What follows belongs to an exercise in optimizing a design on an open flow for small area and a short achievable clock period; a production flow would make more cautious choices. Function was checked by simulation only, so behaviour that the tests miss may differ from the original. Power and IR drop assume default switching activity.

[design/flow/flow/run.sh]
#!/bin/bash
# standard layout, with plain buf_1 cells as the port buffers
set -euo pipefail
export BUFFER_PORTS_ARGS="-buffer_cell sky130_fd_sc_hd__buf_1"
bash standard.sh > standard.log 2>&1
[design/flow/standard.sh]
#!/bin/bash
# synth_recipe.tcl (not shown) runs the flow's synth.tcl, then flattens the netlist and writes it again
# the make line also repeats each setting of config.mk as NAME=value (left out here)
make -C /OpenROAD-flow-scripts/flow DESIGN_CONFIG=/design/flow/config.mk WORK_HOME=/design/flow/orfs CLKGATE_MAP_FILE= SYNTH_SCRIPT=/design/flow/synth_recipe.tcl "${@:-finish}"
[design/flow/config.mk]
export PLATFORM = sky130hd
export DESIGN_NAME = matvec_alu_top
export DESIGN_NICKNAME = matvec_alu_top
export VERILOG_FILES = /design/flow/design.v
export SDC_FILE = /design/flow/constraint.sdc
export NUM_CORES = 4
export LEC_CHECK = 0
export CAP_MARGIN = 20
export CORE_MARGIN = 2
export CORE_UTILIZATION = 40
export SETUP_SLACK_MARGIN = 1.6
export SLEW_MARGIN = 20
[design/flow/constraint.sdc]
create_clock -name core_clock -period 5.2 [get_ports {clk}]
set_input_delay 1.0400 -clock core_clock [delete_from_list [all_inputs] [get_ports {clk}]]
set_output_delay 1.0400 -clock core_clock [all_outputs]
set_load 0.01 [all_outputs]
[design/flow/design.v]
`default_nettype none
package alu_fmt_pkg;
    localparam int lane_count = 4;
    localparam int opnd_w = 8;
    localparam int prod_w = 16;
    localparam int res_w = 26;
endpackage
`default_nettype wire
`default_nettype none
module mul8s (
    input  logic [7:0]  a,
    input  logic [3:0]  one,
    input  logic [3:0]  two,
    input  logic [3:0]  neg,
    output logic [15:0] p
);
    logic pp1, pp2, pp3, pp4, pp5, pp6, pp7, pp8, pp9, pp10, pp11, pp12, pp13, pp14, pp15, pp16, pp17, pp18, pp19, pp20, pp21, pp22, pp23, pp24, pp25, pp26, pp27, pp28, pp29, pp30, pp31, pp32, pp33, pp34, pp35, pp36, s37, c38, s39, c40, s41, c42, s43, c44, s45, c46, s47, c48, s49, c50, s51, c52, s53, c54, s55, c56, s57, c58, s59, c60, s61, c62, s63, c64, s65, c66, s67, c68, s69, c70, s71, c72, s73, c74, s75, c76, s77, c78, s79, c80, s81, c82, s83, c84;
    logic [15:0] r0, r1;
    assign pp1 = ((one[0] & a[0])) ^ neg[0];
    assign pp2 = ((one[0] & a[1]) | (two[0] & a[0])) ^ neg[0];
    assign pp3 = ((one[0] & a[2]) | (two[0] & a[1])) ^ neg[0];
    assign pp4 = ((one[0] & a[3]) | (two[0] & a[2])) ^ neg[0];
    assign pp5 = ((one[0] & a[4]) | (two[0] & a[3])) ^ neg[0];
    assign pp6 = ((one[0] & a[5]) | (two[0] & a[4])) ^ neg[0];
    assign pp7 = ((one[0] & a[6]) | (two[0] & a[5])) ^ neg[0];
    assign pp8 = ((one[0] & a[7]) | (two[0] & a[6])) ^ neg[0];
    assign pp9 = ~(((one[0] & a[7]) | (two[0] & a[7])) ^ neg[0]);
    assign pp10 = ((one[1] & a[0])) ^ neg[1];
    assign pp11 = ((one[1] & a[1]) | (two[1] & a[0])) ^ neg[1];
    assign pp12 = ((one[1] & a[2]) | (two[1] & a[1])) ^ neg[1];
    assign pp13 = ((one[1] & a[3]) | (two[1] & a[2])) ^ neg[1];
    assign pp14 = ((one[1] & a[4]) | (two[1] & a[3])) ^ neg[1];
    assign pp15 = ((one[1] & a[5]) | (two[1] & a[4])) ^ neg[1];
    assign pp16 = ((one[1] & a[6]) | (two[1] & a[5])) ^ neg[1];
    assign pp17 = ((one[1] & a[7]) | (two[1] & a[6])) ^ neg[1];
    assign pp18 = ~(((one[1] & a[7]) | (two[1] & a[7])) ^ neg[1]);
    assign pp19 = ((one[2] & a[0])) ^ neg[2];
    assign pp20 = ((one[2] & a[1]) | (two[2] & a[0])) ^ neg[2];
    assign pp21 = ((one[2] & a[2]) | (two[2] & a[1])) ^ neg[2];
    assign pp22 = ((one[2] & a[3]) | (two[2] & a[2])) ^ neg[2];
    assign pp23 = ((one[2] & a[4]) | (two[2] & a[3])) ^ neg[2];
    assign pp24 = ((one[2] & a[5]) | (two[2] & a[4])) ^ neg[2];
    assign pp25 = ((one[2] & a[6]) | (two[2] & a[5])) ^ neg[2];
    assign pp26 = ((one[2] & a[7]) | (two[2] & a[6])) ^ neg[2];
    assign pp27 = ~(((one[2] & a[7]) | (two[2] & a[7])) ^ neg[2]);
    assign pp28 = ((one[3] & a[0])) ^ neg[3];
    assign pp29 = ((one[3] & a[1]) | (two[3] & a[0])) ^ neg[3];
    assign pp30 = ((one[3] & a[2]) | (two[3] & a[1])) ^ neg[3];
    assign pp31 = ((one[3] & a[3]) | (two[3] & a[2])) ^ neg[3];
    assign pp32 = ((one[3] & a[4]) | (two[3] & a[3])) ^ neg[3];
    assign pp33 = ((one[3] & a[5]) | (two[3] & a[4])) ^ neg[3];
    assign pp34 = ((one[3] & a[6]) | (two[3] & a[5])) ^ neg[3];
    assign pp35 = ((one[3] & a[7]) | (two[3] & a[6])) ^ neg[3];
    assign pp36 = ~(((one[3] & a[7]) | (two[3] & a[7])) ^ neg[3]);
    assign {c38, s37} = neg[3] + pp7;
    assign {c40, s39} = pp8 + pp15;
    assign {c42, s41} = 1'b1 + pp9 + pp16;
    assign {c44, s43} = 1'b1 + pp17;
    assign {c46, s45} = neg[2] + pp5;
    assign {c48, s47} = pp6 + pp13;
    assign {c50, s49} = pp14 + pp21 + pp28;
    assign {c52, s51} = pp22 + pp29 + c38;
    assign {c54, s53} = pp23 + pp30 + c40;
    assign {c56, s55} = pp24 + pp31 + s43;
    assign {c58, s57} = pp18 + pp25 + pp32;
    assign {c60, s59} = 1'b1 + pp26;
    assign {c62, s61} = neg[1] + pp3;
    assign {c64, s63} = pp4 + pp11;
    assign {c66, s65} = pp12 + pp19 + s45;
    assign {c68, s67} = pp20 + c46 + s47;
    assign {c70, s69} = c48 + s37 + s49;
    assign {c72, s71} = s39 + c50 + s51;
    assign {c74, s73} = s41 + c52 + s53;
    assign {c76, s75} = c42 + c54 + s55;
    assign {c78, s77} = c44 + s57 + c56;
    assign {c80, s79} = pp33 + s59 + c58;
    assign {c82, s81} = pp27 + pp34 + c60;
    assign {c84, s83} = 1'b1 + pp35;
    assign r0 = {1'b1, c84, c82, c80, c78, c76, c74, c72, c70, c68, c66, c64, c62, s61, pp2, neg[0]};
    assign r1 = {1'b0, pp36, s83, s81, s79, s77, s75, s73, s71, s69, s67, s65, s63, pp10, 1'b0, pp1};
    logic [15:0] cp, cg, cc;
    assign cp = r0 ^ r1;
    assign cg = r0 & r1;
    logic kg1, kp1;
    assign kg1 = cg[1] | (cp[1] & cg[0]);
    assign kp1 = cp[1] & cp[0];
    logic kg2, kp2;
    assign kg2 = cg[2] | (cp[2] & cg[1]);
    assign kp2 = cp[2] & cp[1];
    logic kg3, kp3;
    assign kg3 = cg[3] | (cp[3] & cg[2]);
    assign kp3 = cp[3] & cp[2];
    logic kg4, kp4;
    assign kg4 = cg[4] | (cp[4] & cg[3]);
    assign kp4 = cp[4] & cp[3];
    logic kg5, kp5;
    assign kg5 = cg[5] | (cp[5] & cg[4]);
    assign kp5 = cp[5] & cp[4];
    logic kg6, kp6;
    assign kg6 = cg[6] | (cp[6] & cg[5]);
    assign kp6 = cp[6] & cp[5];
    logic kg7, kp7;
    assign kg7 = cg[7] | (cp[7] & cg[6]);
    assign kp7 = cp[7] & cp[6];
    logic kg8, kp8;
    assign kg8 = cg[8] | (cp[8] & cg[7]);
    assign kp8 = cp[8] & cp[7];
    logic kg9, kp9;
    assign kg9 = cg[9] | (cp[9] & cg[8]);
    assign kp9 = cp[9] & cp[8];
    logic kg10, kp10;
    assign kg10 = cg[10] | (cp[10] & cg[9]);
    assign kp10 = cp[10] & cp[9];
    logic kg11, kp11;
    assign kg11 = cg[11] | (cp[11] & cg[10]);
    assign kp11 = cp[11] & cp[10];
    logic kg12, kp12;
    assign kg12 = cg[12] | (cp[12] & cg[11]);
    assign kp12 = cp[12] & cp[11];
    logic kg13, kp13;
    assign kg13 = cg[13] | (cp[13] & cg[12]);
    assign kp13 = cp[13] & cp[12];
    logic kg14, kp14;
    assign kg14 = cg[14] | (cp[14] & cg[13]);
    assign kp14 = cp[14] & cp[13];
    logic kg15, kp15;
    assign kg15 = cg[15] | (cp[15] & cg[14]);
    assign kp15 = cp[15] & cp[14];
    logic kg16, kp16;
    assign kg16 = kg2 | (kp2 & cg[0]);
    assign kp16 = kp2 & cp[0];
    logic kg17, kp17;
    assign kg17 = kg3 | (kp3 & kg1);
    assign kp17 = kp3 & kp1;
    logic kg18, kp18;
    assign kg18 = kg4 | (kp4 & kg2);
    assign kp18 = kp4 & kp2;
    logic kg19, kp19;
    assign kg19 = kg5 | (kp5 & kg3);
    assign kp19 = kp5 & kp3;
    logic kg20, kp20;
    assign kg20 = kg6 | (kp6 & kg4);
    assign kp20 = kp6 & kp4;
    logic kg21, kp21;
    assign kg21 = kg7 | (kp7 & kg5);
    assign kp21 = kp7 & kp5;
    logic kg22, kp22;
    assign kg22 = kg8 | (kp8 & kg6);
    assign kp22 = kp8 & kp6;
    logic kg23, kp23;
    assign kg23 = kg9 | (kp9 & kg7);
    assign kp23 = kp9 & kp7;
    logic kg24, kp24;
    assign kg24 = kg10 | (kp10 & kg8);
    assign kp24 = kp10 & kp8;
    logic kg25, kp25;
    assign kg25 = kg11 | (kp11 & kg9);
    assign kp25 = kp11 & kp9;
    logic kg26, kp26;
    assign kg26 = kg12 | (kp12 & kg10);
    assign kp26 = kp12 & kp10;
    logic kg27, kp27;
    assign kg27 = kg13 | (kp13 & kg11);
    assign kp27 = kp13 & kp11;
    logic kg28, kp28;
    assign kg28 = kg14 | (kp14 & kg12);
    assign kp28 = kp14 & kp12;
    logic kg29, kp29;
    assign kg29 = kg15 | (kp15 & kg13);
    assign kp29 = kp15 & kp13;
    logic kg30, kp30;
    assign kg30 = kg18 | (kp18 & cg[0]);
    assign kp30 = kp18 & cp[0];
    logic kg31, kp31;
    assign kg31 = kg19 | (kp19 & kg1);
    assign kp31 = kp19 & kp1;
    logic kg32, kp32;
    assign kg32 = kg20 | (kp20 & kg16);
    assign kp32 = kp20 & kp16;
    logic kg33, kp33;
    assign kg33 = kg21 | (kp21 & kg17);
    assign kp33 = kp21 & kp17;
    logic kg34, kp34;
    assign kg34 = kg22 | (kp22 & kg18);
    assign kp34 = kp22 & kp18;
    logic kg35, kp35;
    assign kg35 = kg23 | (kp23 & kg19);
    assign kp35 = kp23 & kp19;
    logic kg36, kp36;
    assign kg36 = kg24 | (kp24 & kg20);
    assign kp36 = kp24 & kp20;
    logic kg37, kp37;
    assign kg37 = kg25 | (kp25 & kg21);
    assign kp37 = kp25 & kp21;
    logic kg38, kp38;
    assign kg38 = kg26 | (kp26 & kg22);
    assign kp38 = kp26 & kp22;
    logic kg39, kp39;
    assign kg39 = kg27 | (kp27 & kg23);
    assign kp39 = kp27 & kp23;
    logic kg40, kp40;
    assign kg40 = kg28 | (kp28 & kg24);
    assign kp40 = kp28 & kp24;
    logic kg41, kp41;
    assign kg41 = kg29 | (kp29 & kg25);
    assign kp41 = kp29 & kp25;
    logic kg42, kp42;
    assign kg42 = kg34 | (kp34 & cg[0]);
    assign kp42 = kp34 & cp[0];
    logic kg43, kp43;
    assign kg43 = kg35 | (kp35 & kg1);
    assign kp43 = kp35 & kp1;
    logic kg44, kp44;
    assign kg44 = kg36 | (kp36 & kg16);
    assign kp44 = kp36 & kp16;
    logic kg45, kp45;
    assign kg45 = kg37 | (kp37 & kg17);
    assign kp45 = kp37 & kp17;
    logic kg46, kp46;
    assign kg46 = kg38 | (kp38 & kg30);
    assign kp46 = kp38 & kp30;
    logic kg47, kp47;
    assign kg47 = kg39 | (kp39 & kg31);
    assign kp47 = kp39 & kp31;
    logic kg48, kp48;
    assign kg48 = kg40 | (kp40 & kg32);
    assign kp48 = kp40 & kp32;
    logic kg49, kp49;
    assign kg49 = kg41 | (kp41 & kg33);
    assign kp49 = kp41 & kp33;
    assign cc[0] = 1'b0;
    assign cc[1] = cg[0];
    assign cc[2] = kg1;
    assign cc[3] = kg16;
    assign cc[4] = kg17;
    assign cc[5] = kg30;
    assign cc[6] = kg31;
    assign cc[7] = kg32;
    assign cc[8] = kg33;
    assign cc[9] = kg42;
    assign cc[10] = kg43;
    assign cc[11] = kg44;
    assign cc[12] = kg45;
    assign cc[13] = kg46;
    assign cc[14] = kg47;
    assign cc[15] = kg48;
    assign p = cp ^ cc;
endmodule
module booth_enc (
    input  logic [7:0] x,
    output logic [3:0] one,
    output logic [3:0] two,
    output logic [3:0] neg
);
    logic [8:0] xe;
    assign xe = {x, 1'b0};
    always_comb begin
        for (int j = 0; j < 4; j++) begin
            one[j] = xe[2*j+1] ^ xe[2*j];
            two[j] = (xe[2*j+2] & ~xe[2*j+1] & ~xe[2*j]) | (~xe[2*j+2] & xe[2*j+1] & xe[2*j]);
            neg[j] = xe[2*j+2];
        end
    end
endmodule
`default_nettype wire
`default_nettype none
module sum4g (
    input  logic [15:0] t0,
    input  logic [15:0] t1,
    input  logic [15:0] t2,
    input  logic [15:0] t3,
    input  logic [3:0]  e,
    output logic [17:0] y
);
    logic g1, g2, g3, g4, g5, g6, g7, g8, g9, g10, g11, g12, g13, g14, g15, g16, g17, g18, g19, g20, g21, g22, g23, g24, g25, g26, g27, g28, g29, g30, g31, g32, g33, g34, g35, g36, g37, g38, g39, g40, g41, g42, g43, g44, g45, g46, g47, g48, g49, g50, g51, g52, g53, g54, g55, g56, g57, g58, g59, g60, g61, g62, g63, g64, s65, c66, s67, c68, s69, c70, s71, c72, s73, c74, s75, c76, s77, c78, s79, c80, s81, c82, s83, c84, s85, c86, s87, c88, s89, c90, s91, c92, s93, c94, s95, c96, s97, c98, s99, c100, s101, c102, s103, c104, s105, c106, s107, c108, s109, c110, s111, c112, s113, c114, s115, c116, s117, c118, s119, c120, s121, c122, s123, c124, s125, c126, s127, c128;
    logic [17:0] r0, r1;
    assign g1 = e[0] & t0[0];
    assign g2 = e[0] & t0[1];
    assign g3 = e[0] & t0[2];
    assign g4 = e[0] & t0[3];
    assign g5 = e[0] & t0[4];
    assign g6 = e[0] & t0[5];
    assign g7 = e[0] & t0[6];
    assign g8 = e[0] & t0[7];
    assign g9 = e[0] & t0[8];
    assign g10 = e[0] & t0[9];
    assign g11 = e[0] & t0[10];
    assign g12 = e[0] & t0[11];
    assign g13 = e[0] & t0[12];
    assign g14 = e[0] & t0[13];
    assign g15 = e[0] & t0[14];
    assign g16 = ~(e[0] & t0[15]);
    assign g17 = e[1] & t1[0];
    assign g18 = e[1] & t1[1];
    assign g19 = e[1] & t1[2];
    assign g20 = e[1] & t1[3];
    assign g21 = e[1] & t1[4];
    assign g22 = e[1] & t1[5];
    assign g23 = e[1] & t1[6];
    assign g24 = e[1] & t1[7];
    assign g25 = e[1] & t1[8];
    assign g26 = e[1] & t1[9];
    assign g27 = e[1] & t1[10];
    assign g28 = e[1] & t1[11];
    assign g29 = e[1] & t1[12];
    assign g30 = e[1] & t1[13];
    assign g31 = e[1] & t1[14];
    assign g32 = ~(e[1] & t1[15]);
    assign g33 = e[2] & t2[0];
    assign g34 = e[2] & t2[1];
    assign g35 = e[2] & t2[2];
    assign g36 = e[2] & t2[3];
    assign g37 = e[2] & t2[4];
    assign g38 = e[2] & t2[5];
    assign g39 = e[2] & t2[6];
    assign g40 = e[2] & t2[7];
    assign g41 = e[2] & t2[8];
    assign g42 = e[2] & t2[9];
    assign g43 = e[2] & t2[10];
    assign g44 = e[2] & t2[11];
    assign g45 = e[2] & t2[12];
    assign g46 = e[2] & t2[13];
    assign g47 = e[2] & t2[14];
    assign g48 = ~(e[2] & t2[15]);
    assign g49 = e[3] & t3[0];
    assign g50 = e[3] & t3[1];
    assign g51 = e[3] & t3[2];
    assign g52 = e[3] & t3[3];
    assign g53 = e[3] & t3[4];
    assign g54 = e[3] & t3[5];
    assign g55 = e[3] & t3[6];
    assign g56 = e[3] & t3[7];
    assign g57 = e[3] & t3[8];
    assign g58 = e[3] & t3[9];
    assign g59 = e[3] & t3[10];
    assign g60 = e[3] & t3[11];
    assign g61 = e[3] & t3[12];
    assign g62 = e[3] & t3[13];
    assign g63 = e[3] & t3[14];
    assign g64 = ~(e[3] & t3[15]);
    assign {c66, s65} = g1 + g17;
    assign {c68, s67} = g2 + g18 + g34;
    assign {c70, s69} = g3 + g19 + g35;
    assign {c72, s71} = g4 + g20 + g36;
    assign {c74, s73} = g5 + g21 + g37;
    assign {c76, s75} = g6 + g22 + g38;
    assign {c78, s77} = g7 + g23 + g39;
    assign {c80, s79} = g8 + g24 + g40;
    assign {c82, s81} = g9 + g25 + g41;
    assign {c84, s83} = g10 + g26 + g42;
    assign {c86, s85} = g11 + g27 + g43;
    assign {c88, s87} = g12 + g28 + g44;
    assign {c90, s89} = g13 + g29 + g45;
    assign {c92, s91} = g14 + g30 + g46;
    assign {c94, s93} = g15 + g31 + g47;
    assign {c96, s95} = g16 + g32 + g48;
    assign {c98, s97} = g33 + g49;
    assign {c100, s99} = g50 + c66 + s67;
    assign {c102, s101} = g51 + c68 + s69;
    assign {c104, s103} = g52 + c70 + s71;
    assign {c106, s105} = g53 + c72 + s73;
    assign {c108, s107} = g54 + c74 + s75;
    assign {c110, s109} = g55 + c76 + s77;
    assign {c112, s111} = g56 + c78 + s79;
    assign {c114, s113} = g57 + c80 + s81;
    assign {c116, s115} = g58 + c82 + s83;
    assign {c118, s117} = g59 + c84 + s85;
    assign {c120, s119} = g60 + c86 + s87;
    assign {c122, s121} = g61 + c88 + s89;
    assign {c124, s123} = g62 + c90 + s91;
    assign {c126, s125} = g63 + c92 + s93;
    assign {c128, s127} = g64 + c94 + s95;
    assign r0 = {1'b1, c128, c126, c124, c122, c120, c118, c116, c114, c112, c110, c108, c106, c104, c102, c100, c98, s97};
    assign r1 = {1'b0, c96, s127, s125, s123, s121, s119, s117, s115, s113, s111, s109, s107, s105, s103, s101, s99, s65};
    logic [17:0] cp, cg, cc;
    assign cp = r0 ^ r1;
    assign cg = r0 & r1;
    logic kg1, kp1;
    assign kg1 = cg[1] | (cp[1] & cg[0]);
    assign kp1 = cp[1] & cp[0];
    logic kg2, kp2;
    assign kg2 = cg[2] | (cp[2] & cg[1]);
    assign kp2 = cp[2] & cp[1];
    logic kg3, kp3;
    assign kg3 = cg[3] | (cp[3] & cg[2]);
    assign kp3 = cp[3] & cp[2];
    logic kg4, kp4;
    assign kg4 = cg[4] | (cp[4] & cg[3]);
    assign kp4 = cp[4] & cp[3];
    logic kg5, kp5;
    assign kg5 = cg[5] | (cp[5] & cg[4]);
    assign kp5 = cp[5] & cp[4];
    logic kg6, kp6;
    assign kg6 = cg[6] | (cp[6] & cg[5]);
    assign kp6 = cp[6] & cp[5];
    logic kg7, kp7;
    assign kg7 = cg[7] | (cp[7] & cg[6]);
    assign kp7 = cp[7] & cp[6];
    logic kg8, kp8;
    assign kg8 = cg[8] | (cp[8] & cg[7]);
    assign kp8 = cp[8] & cp[7];
    logic kg9, kp9;
    assign kg9 = cg[9] | (cp[9] & cg[8]);
    assign kp9 = cp[9] & cp[8];
    logic kg10, kp10;
    assign kg10 = cg[10] | (cp[10] & cg[9]);
    assign kp10 = cp[10] & cp[9];
    logic kg11, kp11;
    assign kg11 = cg[11] | (cp[11] & cg[10]);
    assign kp11 = cp[11] & cp[10];
    logic kg12, kp12;
    assign kg12 = cg[12] | (cp[12] & cg[11]);
    assign kp12 = cp[12] & cp[11];
    logic kg13, kp13;
    assign kg13 = cg[13] | (cp[13] & cg[12]);
    assign kp13 = cp[13] & cp[12];
    logic kg14, kp14;
    assign kg14 = cg[14] | (cp[14] & cg[13]);
    assign kp14 = cp[14] & cp[13];
    logic kg15, kp15;
    assign kg15 = cg[15] | (cp[15] & cg[14]);
    assign kp15 = cp[15] & cp[14];
    logic kg16, kp16;
    assign kg16 = cg[16] | (cp[16] & cg[15]);
    assign kp16 = cp[16] & cp[15];
    logic kg17, kp17;
    assign kg17 = cg[17] | (cp[17] & cg[16]);
    assign kp17 = cp[17] & cp[16];
    logic kg18, kp18;
    assign kg18 = kg2 | (kp2 & cg[0]);
    assign kp18 = kp2 & cp[0];
    logic kg19, kp19;
    assign kg19 = kg3 | (kp3 & kg1);
    assign kp19 = kp3 & kp1;
    logic kg20, kp20;
    assign kg20 = kg4 | (kp4 & kg2);
    assign kp20 = kp4 & kp2;
    logic kg21, kp21;
    assign kg21 = kg5 | (kp5 & kg3);
    assign kp21 = kp5 & kp3;
    logic kg22, kp22;
    assign kg22 = kg6 | (kp6 & kg4);
    assign kp22 = kp6 & kp4;
    logic kg23, kp23;
    assign kg23 = kg7 | (kp7 & kg5);
    assign kp23 = kp7 & kp5;
    logic kg24, kp24;
    assign kg24 = kg8 | (kp8 & kg6);
    assign kp24 = kp8 & kp6;
    logic kg25, kp25;
    assign kg25 = kg9 | (kp9 & kg7);
    assign kp25 = kp9 & kp7;
    logic kg26, kp26;
    assign kg26 = kg10 | (kp10 & kg8);
    assign kp26 = kp10 & kp8;
    logic kg27, kp27;
    assign kg27 = kg11 | (kp11 & kg9);
    assign kp27 = kp11 & kp9;
    logic kg28, kp28;
    assign kg28 = kg12 | (kp12 & kg10);
    assign kp28 = kp12 & kp10;
    logic kg29, kp29;
    assign kg29 = kg13 | (kp13 & kg11);
    assign kp29 = kp13 & kp11;
    logic kg30, kp30;
    assign kg30 = kg14 | (kp14 & kg12);
    assign kp30 = kp14 & kp12;
    logic kg31, kp31;
    assign kg31 = kg15 | (kp15 & kg13);
    assign kp31 = kp15 & kp13;
    logic kg32, kp32;
    assign kg32 = kg16 | (kp16 & kg14);
    assign kp32 = kp16 & kp14;
    logic kg33, kp33;
    assign kg33 = kg17 | (kp17 & kg15);
    assign kp33 = kp17 & kp15;
    logic kg34, kp34;
    assign kg34 = kg20 | (kp20 & cg[0]);
    assign kp34 = kp20 & cp[0];
    logic kg35, kp35;
    assign kg35 = kg21 | (kp21 & kg1);
    assign kp35 = kp21 & kp1;
    logic kg36, kp36;
    assign kg36 = kg22 | (kp22 & kg18);
    assign kp36 = kp22 & kp18;
    logic kg37, kp37;
    assign kg37 = kg23 | (kp23 & kg19);
    assign kp37 = kp23 & kp19;
    logic kg38, kp38;
    assign kg38 = kg24 | (kp24 & kg20);
    assign kp38 = kp24 & kp20;
    logic kg39, kp39;
    assign kg39 = kg25 | (kp25 & kg21);
    assign kp39 = kp25 & kp21;
    logic kg40, kp40;
    assign kg40 = kg26 | (kp26 & kg22);
    assign kp40 = kp26 & kp22;
    logic kg41, kp41;
    assign kg41 = kg27 | (kp27 & kg23);
    assign kp41 = kp27 & kp23;
    logic kg42, kp42;
    assign kg42 = kg28 | (kp28 & kg24);
    assign kp42 = kp28 & kp24;
    logic kg43, kp43;
    assign kg43 = kg29 | (kp29 & kg25);
    assign kp43 = kp29 & kp25;
    logic kg44, kp44;
    assign kg44 = kg30 | (kp30 & kg26);
    assign kp44 = kp30 & kp26;
    logic kg45, kp45;
    assign kg45 = kg31 | (kp31 & kg27);
    assign kp45 = kp31 & kp27;
    logic kg46, kp46;
    assign kg46 = kg32 | (kp32 & kg28);
    assign kp46 = kp32 & kp28;
    logic kg47, kp47;
    assign kg47 = kg33 | (kp33 & kg29);
    assign kp47 = kp33 & kp29;
    logic kg48, kp48;
    assign kg48 = kg38 | (kp38 & cg[0]);
    assign kp48 = kp38 & cp[0];
    logic kg49, kp49;
    assign kg49 = kg39 | (kp39 & kg1);
    assign kp49 = kp39 & kp1;
    logic kg50, kp50;
    assign kg50 = kg40 | (kp40 & kg18);
    assign kp50 = kp40 & kp18;
    logic kg51, kp51;
    assign kg51 = kg41 | (kp41 & kg19);
    assign kp51 = kp41 & kp19;
    logic kg52, kp52;
    assign kg52 = kg42 | (kp42 & kg34);
    assign kp52 = kp42 & kp34;
    logic kg53, kp53;
    assign kg53 = kg43 | (kp43 & kg35);
    assign kp53 = kp43 & kp35;
    logic kg54, kp54;
    assign kg54 = kg44 | (kp44 & kg36);
    assign kp54 = kp44 & kp36;
    logic kg55, kp55;
    assign kg55 = kg45 | (kp45 & kg37);
    assign kp55 = kp45 & kp37;
    logic kg56, kp56;
    assign kg56 = kg46 | (kp46 & kg38);
    assign kp56 = kp46 & kp38;
    logic kg57, kp57;
    assign kg57 = kg47 | (kp47 & kg39);
    assign kp57 = kp47 & kp39;
    logic kg58, kp58;
    assign kg58 = kg56 | (kp56 & cg[0]);
    assign kp58 = kp56 & cp[0];
    logic kg59, kp59;
    assign kg59 = kg57 | (kp57 & kg1);
    assign kp59 = kp57 & kp1;
    assign cc[0] = 1'b0;
    assign cc[1] = cg[0];
    assign cc[2] = kg1;
    assign cc[3] = kg18;
    assign cc[4] = kg19;
    assign cc[5] = kg34;
    assign cc[6] = kg35;
    assign cc[7] = kg36;
    assign cc[8] = kg37;
    assign cc[9] = kg48;
    assign cc[10] = kg49;
    assign cc[11] = kg50;
    assign cc[12] = kg51;
    assign cc[13] = kg52;
    assign cc[14] = kg53;
    assign cc[15] = kg54;
    assign cc[16] = kg55;
    assign cc[17] = kg58;
    assign y = cp ^ cc;
endmodule
module sum2g (
    input  logic [15:0] t0,
    input  logic [15:0] t1,
    input  logic [1:0]  e,
    output logic [16:0] y
);
    logic g1, g2, g3, g4, g5, g6, g7, g8, g9, g10, g11, g12, g13, g14, g15, g16, g17, g18, g19, g20, g21, g22, g23, g24, g25, g26, g27, g28, g29, g30, g31, g32;
    logic [16:0] r0, r1;
    assign g1 = e[0] & t0[0];
    assign g2 = e[0] & t0[1];
    assign g3 = e[0] & t0[2];
    assign g4 = e[0] & t0[3];
    assign g5 = e[0] & t0[4];
    assign g6 = e[0] & t0[5];
    assign g7 = e[0] & t0[6];
    assign g8 = e[0] & t0[7];
    assign g9 = e[0] & t0[8];
    assign g10 = e[0] & t0[9];
    assign g11 = e[0] & t0[10];
    assign g12 = e[0] & t0[11];
    assign g13 = e[0] & t0[12];
    assign g14 = e[0] & t0[13];
    assign g15 = e[0] & t0[14];
    assign g16 = ~(e[0] & t0[15]);
    assign g17 = e[1] & t1[0];
    assign g18 = e[1] & t1[1];
    assign g19 = e[1] & t1[2];
    assign g20 = e[1] & t1[3];
    assign g21 = e[1] & t1[4];
    assign g22 = e[1] & t1[5];
    assign g23 = e[1] & t1[6];
    assign g24 = e[1] & t1[7];
    assign g25 = e[1] & t1[8];
    assign g26 = e[1] & t1[9];
    assign g27 = e[1] & t1[10];
    assign g28 = e[1] & t1[11];
    assign g29 = e[1] & t1[12];
    assign g30 = e[1] & t1[13];
    assign g31 = e[1] & t1[14];
    assign g32 = ~(e[1] & t1[15]);
    assign r0 = {1'b1, g16, g15, g14, g13, g12, g11, g10, g9, g8, g7, g6, g5, g4, g3, g2, g1};
    assign r1 = {1'b0, g32, g31, g30, g29, g28, g27, g26, g25, g24, g23, g22, g21, g20, g19, g18, g17};
    logic [16:0] cp, cg, cc;
    assign cp = r0 ^ r1;
    assign cg = r0 & r1;
    logic kg1, kp1;
    assign kg1 = cg[1] | (cp[1] & cg[0]);
    assign kp1 = cp[1] & cp[0];
    logic kg2, kp2;
    assign kg2 = cg[2] | (cp[2] & cg[1]);
    assign kp2 = cp[2] & cp[1];
    logic kg3, kp3;
    assign kg3 = cg[3] | (cp[3] & cg[2]);
    assign kp3 = cp[3] & cp[2];
    logic kg4, kp4;
    assign kg4 = cg[4] | (cp[4] & cg[3]);
    assign kp4 = cp[4] & cp[3];
    logic kg5, kp5;
    assign kg5 = cg[5] | (cp[5] & cg[4]);
    assign kp5 = cp[5] & cp[4];
    logic kg6, kp6;
    assign kg6 = cg[6] | (cp[6] & cg[5]);
    assign kp6 = cp[6] & cp[5];
    logic kg7, kp7;
    assign kg7 = cg[7] | (cp[7] & cg[6]);
    assign kp7 = cp[7] & cp[6];
    logic kg8, kp8;
    assign kg8 = cg[8] | (cp[8] & cg[7]);
    assign kp8 = cp[8] & cp[7];
    logic kg9, kp9;
    assign kg9 = cg[9] | (cp[9] & cg[8]);
    assign kp9 = cp[9] & cp[8];
    logic kg10, kp10;
    assign kg10 = cg[10] | (cp[10] & cg[9]);
    assign kp10 = cp[10] & cp[9];
    logic kg11, kp11;
    assign kg11 = cg[11] | (cp[11] & cg[10]);
    assign kp11 = cp[11] & cp[10];
    logic kg12, kp12;
    assign kg12 = cg[12] | (cp[12] & cg[11]);
    assign kp12 = cp[12] & cp[11];
    logic kg13, kp13;
    assign kg13 = cg[13] | (cp[13] & cg[12]);
    assign kp13 = cp[13] & cp[12];
    logic kg14, kp14;
    assign kg14 = cg[14] | (cp[14] & cg[13]);
    assign kp14 = cp[14] & cp[13];
    logic kg15, kp15;
    assign kg15 = cg[15] | (cp[15] & cg[14]);
    assign kp15 = cp[15] & cp[14];
    logic kg16, kp16;
    assign kg16 = cg[16] | (cp[16] & cg[15]);
    assign kp16 = cp[16] & cp[15];
    logic kg17, kp17;
    assign kg17 = kg2 | (kp2 & cg[0]);
    assign kp17 = kp2 & cp[0];
    logic kg18, kp18;
    assign kg18 = kg3 | (kp3 & kg1);
    assign kp18 = kp3 & kp1;
    logic kg19, kp19;
    assign kg19 = kg4 | (kp4 & kg2);
    assign kp19 = kp4 & kp2;
    logic kg20, kp20;
    assign kg20 = kg5 | (kp5 & kg3);
    assign kp20 = kp5 & kp3;
    logic kg21, kp21;
    assign kg21 = kg6 | (kp6 & kg4);
    assign kp21 = kp6 & kp4;
    logic kg22, kp22;
    assign kg22 = kg7 | (kp7 & kg5);
    assign kp22 = kp7 & kp5;
    logic kg23, kp23;
    assign kg23 = kg8 | (kp8 & kg6);
    assign kp23 = kp8 & kp6;
    logic kg24, kp24;
    assign kg24 = kg9 | (kp9 & kg7);
    assign kp24 = kp9 & kp7;
    logic kg25, kp25;
    assign kg25 = kg10 | (kp10 & kg8);
    assign kp25 = kp10 & kp8;
    logic kg26, kp26;
    assign kg26 = kg11 | (kp11 & kg9);
    assign kp26 = kp11 & kp9;
    logic kg27, kp27;
    assign kg27 = kg12 | (kp12 & kg10);
    assign kp27 = kp12 & kp10;
    logic kg28, kp28;
    assign kg28 = kg13 | (kp13 & kg11);
    assign kp28 = kp13 & kp11;
    logic kg29, kp29;
    assign kg29 = kg14 | (kp14 & kg12);
    assign kp29 = kp14 & kp12;
    logic kg30, kp30;
    assign kg30 = kg15 | (kp15 & kg13);
    assign kp30 = kp15 & kp13;
    logic kg31, kp31;
    assign kg31 = kg16 | (kp16 & kg14);
    assign kp31 = kp16 & kp14;
    logic kg32, kp32;
    assign kg32 = kg19 | (kp19 & cg[0]);
    assign kp32 = kp19 & cp[0];
    logic kg33, kp33;
    assign kg33 = kg20 | (kp20 & kg1);
    assign kp33 = kp20 & kp1;
    logic kg34, kp34;
    assign kg34 = kg21 | (kp21 & kg17);
    assign kp34 = kp21 & kp17;
    logic kg35, kp35;
    assign kg35 = kg22 | (kp22 & kg18);
    assign kp35 = kp22 & kp18;
    logic kg36, kp36;
    assign kg36 = kg23 | (kp23 & kg19);
    assign kp36 = kp23 & kp19;
    logic kg37, kp37;
    assign kg37 = kg24 | (kp24 & kg20);
    assign kp37 = kp24 & kp20;
    logic kg38, kp38;
    assign kg38 = kg25 | (kp25 & kg21);
    assign kp38 = kp25 & kp21;
    logic kg39, kp39;
    assign kg39 = kg26 | (kp26 & kg22);
    assign kp39 = kp26 & kp22;
    logic kg40, kp40;
    assign kg40 = kg27 | (kp27 & kg23);
    assign kp40 = kp27 & kp23;
    logic kg41, kp41;
    assign kg41 = kg28 | (kp28 & kg24);
    assign kp41 = kp28 & kp24;
    logic kg42, kp42;
    assign kg42 = kg29 | (kp29 & kg25);
    assign kp42 = kp29 & kp25;
    logic kg43, kp43;
    assign kg43 = kg30 | (kp30 & kg26);
    assign kp43 = kp30 & kp26;
    logic kg44, kp44;
    assign kg44 = kg31 | (kp31 & kg27);
    assign kp44 = kp31 & kp27;
    logic kg45, kp45;
    assign kg45 = kg36 | (kp36 & cg[0]);
    assign kp45 = kp36 & cp[0];
    logic kg46, kp46;
    assign kg46 = kg37 | (kp37 & kg1);
    assign kp46 = kp37 & kp1;
    logic kg47, kp47;
    assign kg47 = kg38 | (kp38 & kg17);
    assign kp47 = kp38 & kp17;
    logic kg48, kp48;
    assign kg48 = kg39 | (kp39 & kg18);
    assign kp48 = kp39 & kp18;
    logic kg49, kp49;
    assign kg49 = kg40 | (kp40 & kg32);
    assign kp49 = kp40 & kp32;
    logic kg50, kp50;
    assign kg50 = kg41 | (kp41 & kg33);
    assign kp50 = kp41 & kp33;
    logic kg51, kp51;
    assign kg51 = kg42 | (kp42 & kg34);
    assign kp51 = kp42 & kp34;
    logic kg52, kp52;
    assign kg52 = kg43 | (kp43 & kg35);
    assign kp52 = kp43 & kp35;
    logic kg53, kp53;
    assign kg53 = kg44 | (kp44 & kg36);
    assign kp53 = kp44 & kp36;
    logic kg54, kp54;
    assign kg54 = kg53 | (kp53 & cg[0]);
    assign kp54 = kp53 & cp[0];
    assign cc[0] = 1'b0;
    assign cc[1] = cg[0];
    assign cc[2] = kg1;
    assign cc[3] = kg17;
    assign cc[4] = kg18;
    assign cc[5] = kg32;
    assign cc[6] = kg33;
    assign cc[7] = kg34;
    assign cc[8] = kg35;
    assign cc[9] = kg45;
    assign cc[10] = kg46;
    assign cc[11] = kg47;
    assign cc[12] = kg48;
    assign cc[13] = kg49;
    assign cc[14] = kg50;
    assign cc[15] = kg51;
    assign cc[16] = kg52;
    assign y = cp ^ cc;
endmodule
`default_nettype wire
`default_nettype none
module matvec_alu_top (
    input  logic        clk,
    input  logic        rst,
    input  logic        in_valid,
    input  logic [31:0] mat_word,
    input  logic [31:0] vec_word,
    input  logic [2:0]  pattern,
    output logic        out_valid,
    output logic [25:0] res_0,
    output logic [25:0] res_1,
    output logic [25:0] res_2,
    output logic [25:0] res_3
);
    logic        v1, v2;
    logic [2:0]  b1, b3;
    always_ff @(posedge clk or negedge rst) begin
        if (!rst) begin
            v1        <= 1'b0;
            v2        <= 1'b0;
            out_valid <= 1'b0;
        end else begin
            v1        <= in_valid;
            v2        <= v1;
            out_valid <= v2;
        end
    end
    logic [31:0] m1;
    logic [3:0]  e_one [4], e_two [4], e_neg [4];
    logic [3:0]  one1 [4], two1 [4], neg1 [4];
    for (genvar gi = 0; gi < 4; gi++) begin : g_enc
        booth_enc u_enc (.x(vec_word[31-8*gi -: 8]), .one(e_one[gi]), .two(e_two[gi]), .neg(e_neg[gi]));
    end
    always_ff @(posedge clk) begin
        m1 <= mat_word;
        for (int i = 0; i < 4; i++) begin
            one1[i] <= e_one[i];
            two1[i] <= e_two[i];
            neg1[i] <= e_neg[i];
        end
        b1 <= pattern;
    end
    logic [15:0] q [4];
    logic [15:0] p [4];
    logic [3:0]  g;
    logic [2:0]  b2;
    for (genvar gi = 0; gi < 4; gi++) begin : g_mul
        mul8s u_mul (.a(m1[31-8*gi -: 8]), .one(one1[gi]), .two(two1[gi]), .neg(neg1[gi]), .p(q[gi]));
    end
    always_ff @(posedge clk) begin
        for (int i = 0; i < 4; i++) begin
            p[i] <= q[i];
        end
        g  <= {~b1[2], ~b1[1] & ~b1[2], ~b1[1], ~b1[0]};
        b2 <= b1;
    end
    logic [17:0] y_n, y3;
    logic [16:0] u_n, u3;
    logic [15:0] p0_3, p3_3;
    sum4g u_y (.t0(p[1]), .t1(p[0]), .t2(p[2]), .t3(p[3]), .e({g[2:0], 1'b1}), .y(y_n));
    sum2g u_u (.t0(p[2]), .t1(p[3]), .e({g[3], 1'b1}), .y(u_n));
    always_ff @(posedge clk) begin
        y3   <= y_n;
        u3   <= u_n;
        p0_3 <= p[0];
        p3_3 <= p[3];
        b3   <= b2;
    end
    logic [17:0] s0, s1, s2, s3;
    always_comb begin
        s0 = b3[0] ? 18'($signed(p0_3)) : y3;
        s1 = b3[0] ? y3 : (b3[1] ? 18'($signed(u3)) : (b3[2] ? 18'($signed(p3_3)) : 18'd0));
        s2 = (b3[0] & b3[1]) ? 18'($signed(u3)) : ((b3[2] & (b3[0] ^ b3[1])) ? 18'($signed(p3_3)) : 18'd0);
        s3 = (&b3) ? 18'($signed(p3_3)) : 18'd0;
    end
    assign res_0 = 26'($signed(s0));
    assign res_1 = 26'($signed(s1));
    assign res_2 = 26'($signed(s2));
    assign res_3 = 26'($signed(s3));
endmodule
`default_nettype wire
==> impl_metrics.prom <==
# TYPE chip_impl_metric gauge
chip_impl_metric{name="grt_first_pass_wirelength",unit="mm"} 57.64
chip_impl_metric{name="synthesis.nets",unit=""} 1933
chip_impl_info{name="yosysMostFrequentCell",value="sky130_fd_sc_hd__dfxtp_1"} 1
chip_impl_metric{name="htree_levels",unit=""} 1
chip_impl_info{name="outcome",value="complete, no violations"} 1
chip_impl_metric{name="starting_density_of_the_core",unit="%"} 40.68
chip_impl_info{name="clockRootBuffer",value="sky130_fd_sc_hd__clkbuf_16"} 1
chip_impl_metric{name="wl_per_cell",unit="um"} 16.07
chip_impl_metric{name="via_count",unit=""} 11400
chip_impl_metric{name="place.port_buffers",unit=""} 174
chip_impl_metric{name="finalMaxSlewViolations",unit=""} 0
chip_impl_info{name="cp_cell_instances",value="a22oi_1, xnor2_1, ha_2, inv_1, fa_1, fa_1, inv_1, ha_4, nand2_1, o21ai_4, nor2_4, a211oi_2, o21ai_1, nor3b_2, o32a_1"} 1
chip_impl_metric{name="finalSetupViolations",unit=""} 0
chip_impl_metric{name="placement_rows",unit=""} 71
chip_impl_metric{name="ctsHoldBuffers",unit=""} 0
chip_impl_metric{name="netlist-cell-type-count",unit=""} 61
chip_impl_metric{name="path_clk_slew",unit="ps"} 60
chip_impl_info{name="setup_crit_end_kind",value="flip-flop"} 1
chip_impl_metric{name="clkLatencyLatePin",unit="ps"} 540
chip_impl_metric{name="placed_cells_incl_taps",unit=""} 2208
chip_impl_metric{name="worstRegToRegCells",unit=""} 15
chip_impl_metric{name="syn_inst",unit=""} 1651
chip_impl_metric{name="die_width",unit="um"} 199.7
chip_impl_metric{name="power-per-cell-area",unit="mW/mm^2"} 675.3
chip_impl_metric{name="route.antenna.remaining_nets",unit=""} 0
chip_impl_metric{name="grt_overflow",unit=""} 0
chip_impl_info{name="reg2reg_to",value="p[0][13]"} 1
chip_impl_metric{name="data_arrival_at_the_endpoint_of_the_critical_path",unit="ps"} 3930
chip_impl_info{name="r2r_start",value="m1[30]"} 1
chip_impl_metric{name="total_leakage_power",unit="nW"} 7.543
chip_impl_metric{name="cts_made_buffers",unit=""} 26
chip_impl_metric{name="fin_nets",unit=""} 2019
chip_impl_metric{name="dpl_worst_slack",unit="ps"} 1281
chip_impl_metric{name="final_layout_size_suffix_gt1_share",unit="%"} 12.30
chip_impl_metric{name="proportion_of_netlist_area_held_by_the_largest_area_contributor",unit="%"} 29.27
chip_impl_info{name="timing.hold.worst.class",value="in -> async"} 1
chip_impl_metric{name="gpl.final_weighted_congestion",unit=""} 0.8531
chip_impl_metric{name="worst-endpoint-required",unit="ps"} 5620
chip_impl_metric{name="grt_start_max_net_pins",unit=""} 55
chip_impl_metric{name="crit_path_max_fanout",unit=""} 8
chip_impl_metric{name="dr.first_iter.drc_count",unit=""} 554
chip_impl_metric{name="n_fill_cell",unit=""} 3639
chip_impl_metric{name="tightestPinTransition",unit="ps"} 682.2
chip_impl_metric{name="tns",unit="ps"} 0
chip_impl_info{name="rsz0062_at_grt",value="true"} 1
chip_impl_metric{name="worst_slack",unit="ps"} 1682
chip_impl_metric{name="grt_usage",unit="%"} 18.19
chip_impl_metric{name="synth-seq-cells",unit=""} 227
chip_impl_metric{name="areaGrowthSynthToFinish",unit="%"} 14.00
chip_impl_metric{name="layout_worst_path_cycle_share",unit="%"} 67.66
chip_impl_metric{name="grt_antenna_before_repair",unit=""} 1
chip_impl_metric{name="clock_tree.buffer_depth",unit=""} 3
chip_impl_metric{name="fin_cells",unit=""} 2268
chip_impl_metric{name="wirelength",unit="mm"} 36.46
chip_impl_metric{name="placed_wire_length_estimate_after_detailed_placement",unit="mm"} 29.05
chip_impl_metric{name="synth_seq_area_share",unit="%"} 29.76
chip_impl_metric{name="die_h",unit="um"} 199.7
chip_impl_metric{name="drc",unit=""} 0
chip_impl_metric{name="worstPathBufferInverterCount",unit=""} 2
chip_impl_metric{name="ios",unit=""} 175
chip_impl_info{name="post_synth_main_area_contributors",value="sky130_fd_sc_hd__dfxtp_1, sky130_fd_sc_hd__fa_1, sky130_fd_sc_hd__ha_1, sky130_fd_sc_hd__xnor2_1, sky130_fd_sc_hd__a22oi_1"} 1
chip_impl_metric{name="first_pass_iters",unit=""} 5
chip_impl_metric{name="layout_min_cycle_time",unit="ps"} 3518
chip_impl_metric{name="finalHoldViolations",unit=""} 0
chip_impl_metric{name="ys.warnings.count",unit=""} 14
chip_impl_info{name="crit_family",value="adder cells"} 1
chip_impl_metric{name="relative_slew_margins",unit="%"} 54.04
chip_impl_info{name="cts_tree",value="done"} 1
chip_impl_metric{name="slowest_delay",unit="ps"} 540
chip_impl_metric{name="dieArea",unit="sq mm"} 0.03989
chip_impl_metric{name="syn_area",unit="sq mm"} 0.01532
chip_impl_metric{name="worst_clock_skew",unit="ps"} 11.15
chip_impl_metric{name="core",unit="sq mm"} 0.03767
chip_impl_info{name="setup_cp_type",value="reg -> reg"} 1
chip_impl_metric{name="clock_sink_count",unit=""} 227
chip_impl_info{name="commonest_cells_in_the_synthesized_netlist",value="sky130_fd_sc_hd__dfxtp_1, sky130_fd_sc_hd__inv_1, sky130_fd_sc_hd__a22oi_1"} 1
chip_impl_metric{name="number_of_global_route_vias_before_repair",unit=""} 11100
chip_impl_metric{name="count_of_flip_flops_with_a_built_in_enable_after_synthesis",unit=""} 0
chip_impl_metric{name="avgSynthCellArea",unit="sq um"} 9.281
chip_impl_info{name="slowest_stage",value="sky130_fd_sc_hd__fa_1"} 1
chip_impl_info{name="synth.largest_area_cell",value="sky130_fd_sc_hd__dfxtp_1"} 1
chip_impl_info{name="postSynth.topFlopCell",value="sky130_fd_sc_hd__dfxtp_1"} 1
chip_impl_metric{name="synth-async-reset-ratio",unit="%"} 1.322
chip_impl_metric{name="power.ir.vdd_worst",unit="mV"} 0.2770
chip_impl_metric{name="cap_violations",unit=""} 0
chip_impl_info{name="startpoint_type",value="flip-flop"} 1
chip_impl_metric{name="routed_via_density",unit=""} 5.028
chip_impl_metric{name="max_freq",unit="MHz"} 284.2
chip_impl_metric{name="setup.reg_to_reg.worst_slack",unit="ps"} 1680
worst max-delay path by stage:
stage               startpoint  endpoint  slack, ps  depth (start not counted)
floorplan               m1[21]  p[1][14]       1610                         16
global placement          g[1]    y3[15]       1370                         12
detailed placement        g[1]    y3[14]       1280                         12
CTS                     m1[23]  p[1][14]       1600                         14
global route            m1[29]  p[0][13]       1510                         15
finish                  m1[30]  p[0][13]       1680                         15
registers in the layout, indices dropped and copies added (netlist names), 3 cells and up:
| register | flops |
|---|---|
| p | 64 |
| m1 | 32 |
| y3 | 18 |
| u3 | 17 |
| neg1 | 16 |
| one1 | 16 |
| p0_3 | 16 |
| p3_3 | 16 |
| two1 | 16 |
| g | 4 |
| b1 | 3 |
| b2 | 3 |
| b3 | 3 |
layout by cell type, fill, tap and decap left out, types with 5 or more instances in the layout:
cell type,synthesis,routed
sky130_fd_sc_hd__a211oi_1,8,6
sky130_fd_sc_hd__a21o_1,24,24
sky130_fd_sc_hd__a21oi_1,65,55
sky130_fd_sc_hd__a21oi_2,1,11
sky130_fd_sc_hd__a22o_1,17,16
sky130_fd_sc_hd__a22oi_1,125,114
sky130_fd_sc_hd__a22oi_2,2,13
sky130_fd_sc_hd__a31oi_1,9,8
sky130_fd_sc_hd__and2_1,22,22
sky130_fd_sc_hd__and3_1,17,17
sky130_fd_sc_hd__buf_1,2,174
sky130_fd_sc_hd__buf_4,35,16
sky130_fd_sc_hd__clkbuf_16,0,28
sky130_fd_sc_hd__clkinvlp_4,0,5
sky130_fd_sc_hd__dfxtp_1,224,151
sky130_fd_sc_hd__dfxtp_2,0,67
sky130_fd_sc_hd__dfxtp_4,0,6
sky130_fd_sc_hd__fa_1,88,86
sky130_fd_sc_hd__ha_1,124,113
sky130_fd_sc_hd__ha_4,0,8
sky130_fd_sc_hd__inv_1,186,185
sky130_fd_sc_hd__mux2_2,16,16
sky130_fd_sc_hd__nand2_1,99,96
sky130_fd_sc_hd__nand2b_1,18,18
sky130_fd_sc_hd__nand3_1,9,9
sky130_fd_sc_hd__nand3b_1,13,13
sky130_fd_sc_hd__nand4_1,5,5
sky130_fd_sc_hd__nor2_1,43,41
sky130_fd_sc_hd__nor2b_1,9,8
sky130_fd_sc_hd__nor3_1,9,9
sky130_fd_sc_hd__o21a_1,10,10
sky130_fd_sc_hd__o21ai_0,75,70
sky130_fd_sc_hd__o21ai_1,4,6
sky130_fd_sc_hd__o21bai_1,8,7
sky130_fd_sc_hd__o31ai_1,7,6
sky130_fd_sc_hd__xnor2_1,123,122
sky130_fd_sc_hd__xor2_1,107,107
kinds of logic (layout without fill, tap and decap cells):
| family | count (synthesis) | count (layout) | share of synthesized area (%) |
|---|---|---|---|
| muxes | 18 | 18 | 1.307 |
| xor gates and xnor gates | 230 | 230 | 13.15 |
| adders and majority gates | 212 | 212 | 21.62 |
| other | 0 | 1 | 0 |
| AOI/OAI and AO/OA | 386 | 386 | 16.98 |
| buffers and inverters | 318 | 423 | 8.746 |
| and+or+nand+nor | 260 | 260 | 8.444 |
| DFF | 227 | 227 | 29.76 |
metrics by stage:
step | hold slack (ps) | utilization [%] | total power, W | cell area [sq um]
floorplan | 309.6 | - | 0.007751 | 15330
global placement | 313.8 | 42.49 | 0.009146 | 16000
detailed placement | 312.1 | 42.49 | 0.009261 | 16000
CTS | 275.8 | 45.35 | 0.01142 | 17080
global route | 296.9 | 46.37 | 0.01283 | 17470
finish | 291.6 | 46.38 | 0.01180 | 17470
cell type report:
class / count / area [sq um] / share of cell area (%)
Inverter: 186 / 698.2 / 3.997
Clock inverter: 12 / 180.2 / 1.031
Multi-Input combinational cell: 1106 / 9752 / 55.83
Sequential cell: 227 / 4666 / 26.71
Clock buffer: 35 / 757.0 / 4.334
Antenna cell: 1 / 2.502 / 0.01433
Tap cell: 511 / 639.4 / 3.660
Timing Repair Buffer: 190 / 773.2 / 4.427
repair_timing:
item	in CTS	in global routing
pin swaps	3	25
endpoints found under the setup margin	59	44
resized for setup	49	100
buffers inserted	6	6
power breakdown:
| part | internal, W | switching, W | leakage, nW |
|---|---|---|---|
| sequential | 0.00241 | 0.000540 | 1.93 |
| clock | 0.00122 | 0.000733 | 0.442 |
| combinational | 0.00315 | 0.00374 | 5.17 |
worst register-to-register path: cells and delay by family (launching register included):
kind	cells	cell delay (ps)
compound gates	5	1010
xor+xnor	1	150
fa+ha+maj	4	1470
buf+inv	2	100
flops	1	360
simple gates	3	300
per-layer routing:
layer	wire length, um	share of wire (%)	track usage, %	vias up
met5	0	0	0	-
met4	765	2.1	5.021	0
met3	1804	4.9	2.481	39
met2	16470	45	29.42	275
met1	17420	48	25.43	5403
li1	-	-	-	5687

-- afterwards: timing with drivers on the ports --
No port has a modelled driver above. Below, the same layout with a new extraction and two added sets of constraints.
Step 1, drivers: a clkbuf_16 drives clk and a buf_2 each remaining input, both assumed.
Step 2 times the ports against the registers' clock, not the clock port: input delays grow and output delays shrink by t, the midpoint of the rising clock arrivals with the driver on.
Three values: ideal ports, drivers, drivers and shift; two values: the first two.
t, ns: 0.587
setup slack, ns: 1.682 / 1.682 / 1.682
worst register clock-pin slew, ns: 0.07 / 0.07
pins driven straight from the clock port: 1
After both steps setup and hold are still met in this run. The setup slack of this run moves by 0.000 ns with the drivers and by 0.000 ns with both steps.
